This is an optimization exercise on Yosys and OpenROAD, whose aim is small area, a short achievable clock period and few clock cycles per item, not a production implementation. Only simulation tests tie the RTL to the original design; equivalence was not proved.

==> inputs of build 57 <==
// gregorian_date_difference
module gregorian_date_difference (
  input  logic        clk_i,
  input  logic        rst_ni,
  input  logic        in_valid_i,
  output logic        in_ready_o,
  input  logic [4:0]  start_day_i,
  input  logic [3:0]  start_month_i,
  input  logic [13:0] start_year_i,
  input  logic [4:0]  end_day_i,
  input  logic [3:0]  end_month_i,
  input  logic [13:0] end_year_i,
  output logic        out_valid_o,
  input  logic        out_ready_i,
  output logic [21:0] day_count_o,
  output logic        end_before_start_o
);
clock: 7.0 ns
lec_check: 0
cap_margin: 20
core_margin: 2
core_utilization: 60
setup_slack_margin: 2.25
slew_margin: 20
run.sh (not shown) runs the stock make flow with config.mk's settings and CLKGATE_MAP_FILE= SYNTH_SCRIPT=/design/flow/synth_recipe.tcl, a recipe that flattens the netlist after the stock synthesis.
==> inputs of trial 92, as changes to build 57 <==
Settings changed: SETUP_SLACK_MARGIN 2.25 to 2.5.
==> comparison <==
Build 57 finished with timing, DRC and antenna clean. Trial 92 finished with timing, DRC and antenna clean.
Between build 57 and trial 92, the lower register-to-register slack is in build 57 (gap 0.23 ns).
In critical path depth, build 57 and trial 92 do not differ.
In clock skew, trial 92 and build 57 hardly differ.
Against trial 92, the final cell count of build 57 is lower by about 0.8%.
Of trial 92 and build 57, build 57 has the higher first-iteration DRC count (gap 0.25%, measured against build 57).
In build 57 the wire length is lower than in trial 92, by about 1.9%.
Between trial 92 and build 57, the lower clock-buffer cell count is in build 57 (gap 1).
In trial 92 the sequential share of layout area is lower than in build 57, by 0.26 points.
In sequential cell count, trial 92 and build 57 do not differ.
==> figures <==
quantity	build 57	trial 92
Combined area of the multi-input logic cells	7730 sq um	7880 sq um
Outcome	complete, no violations	complete, no violations
Worst-path fanout max	6	5
Metal-1 WL	10.1 mm	10.3 mm
Reg2Reg Launch Point	u_dp.w_q[4]	u_dp.w_q[1]
Non-Filler Cell Area, Final	12400 sq um	12600 sq um
Number of global-route vias before repair	7761	7829
Placement Setup Slack	1.46 ns	1.38 ns
Drt initial violations	401	400
Global routing met3 resource utilization	2.21%	2.24%
Insertion delay to the later sink of the worst-skew pair	0.34 ns	0.33 ns
Relative slew margins	38.4%	38.4%
Worst setup slack for register-to-register paths	2.42 ns	2.65 ns
Final period util	66.3%	62.4%
First-pass GRT wire length	36.9 mm	38.0 mm
Placed Area	11800 sq um	11800 sq um
Fin util	69.3%	70.3%
Worst setup margin	2.36 ns	2.63 ns
Testbench counts of build 57, summed over its fixed seeds: cycles 4,816, items 4,800.
Testbench counts of trial 92, summed over its fixed seeds: cycles 4,816, items 4,800.

========
==> fjord: inputs <==
gregorian_date_difference again, from the RTL that the note above started with.
clock: 7.0 ns
lec_check: 0
cap_margin: 20
core_margin: 2
core_utilization: 60
setup_slack_margin: 2.75
slew_margin: 20
==> amber: changes against fjord <==
CORE_UTILIZATION = 40   (was 60)
SETUP_SLACK_MARGIN = 3   (was 2.75)
==> maple: changes against fjord <==
CORE_UTILIZATION = 40   (was 60)
SETUP_SLACK_MARGIN = 2.5   (was 2.75)
==> comparison <==
- In amber the first-iteration DRC count is lower than in fjord, by 13%.
- The lowest wire length belongs to maple, the highest to amber.
- The lowest sequential share of layout area belongs to amber, the highest to maple.
- Worst hold slack: amber < fjord < maple.
- Maximum frequency: amber > maple > fjord.
- maple ran to the end with no violations. amber went through all stages and came out clean. fjord went through all stages and came out clean.
==> figures <==
quantity	amber	maple	fjord
Result of the run	timing/DRC/antenna clean	timing/DRC/antenna clean	timing/DRC/antenna clean
Worst setup slack for register-to-register paths	2.78 ns	2.68 ns	2.61 ns
DRT met1 WL	11.56 mm	11.22 mm	10.70 mm
Starting density of the core	0.4052	0.4052	0.6083
Detailed-route vias per instance	4.938	4.953	5.528
Non-clock buffer share	0.1142	0.07565	0.09560
Post-route cell area	13830 sq um	12770 sq um	13190 sq um
Count of fill cells added during filler insertion	2447	2559	1306
Final Instance Count excl. Fillers	1617	1550	1463
FP Rows	60	60	49
Testbench counts of fjord, summed over its fixed seeds: cycles 4,816, items 4,800.
Testbench counts of amber, summed over its fixed seeds: cycles 4,816, items 4,800.
Testbench counts of maple, summed over its fixed seeds: cycles 4,816, items 4,800.

[afterwards: timing with drivers on the ports]
Ports are ideal in the flow. The routed layouts listed here were re-timed in OpenROAD.
Step 1: set_driving_cell puts a clkbuf_16 on clk_i and a buf_2 on each other input, an assumption about the parent block.
Step 2 adds t to the input delays and takes it off the output delays; t is the mean of the earliest and latest rising clock arrival at the registers after step 1. Input paths then give back, and output paths get back, about the clock's delay inside the block.
a / b / c = ideal / step 1 / step 2; a / b = the first two.
| run | t, ns | setup WS [ns] | clock arrival spread, ns | worst register clock-pin slew, ns | worst slew at a driven data input, ns |
|---|---|---|---|---|---|
| build 57 | 0.373 | 2.361 / 2.377 / 2.004 | 0.010 / 0.010 | 0.07 / 0.07 | 0.03 |
| trial 92 | 0.365 | 2.635 / 2.645 / 2.283 | 0.010 / 0.010 | 0.06 / 0.06 | 0.04 |
| fjord | 0.373 | 2.609 / 2.609 / 2.402 | 0.012 / 0.012 | 0.07 / 0.07 | 0.05 |
| amber | 0.365 | 2.751 / 2.728 / 2.363 | 0.009 / 0.010 | 0.06 / 0.06 | 0.06 |
| maple | 0.371 | 2.642 / 2.664 / 2.293 | 0.010 / 0.010 | 0.06 / 0.06 | 0.04 |
After both steps every run listed still meets setup and hold. The setup slack of amber, which loses most, moves by -0.023 ns with the drivers and by -0.388 ns with both steps.
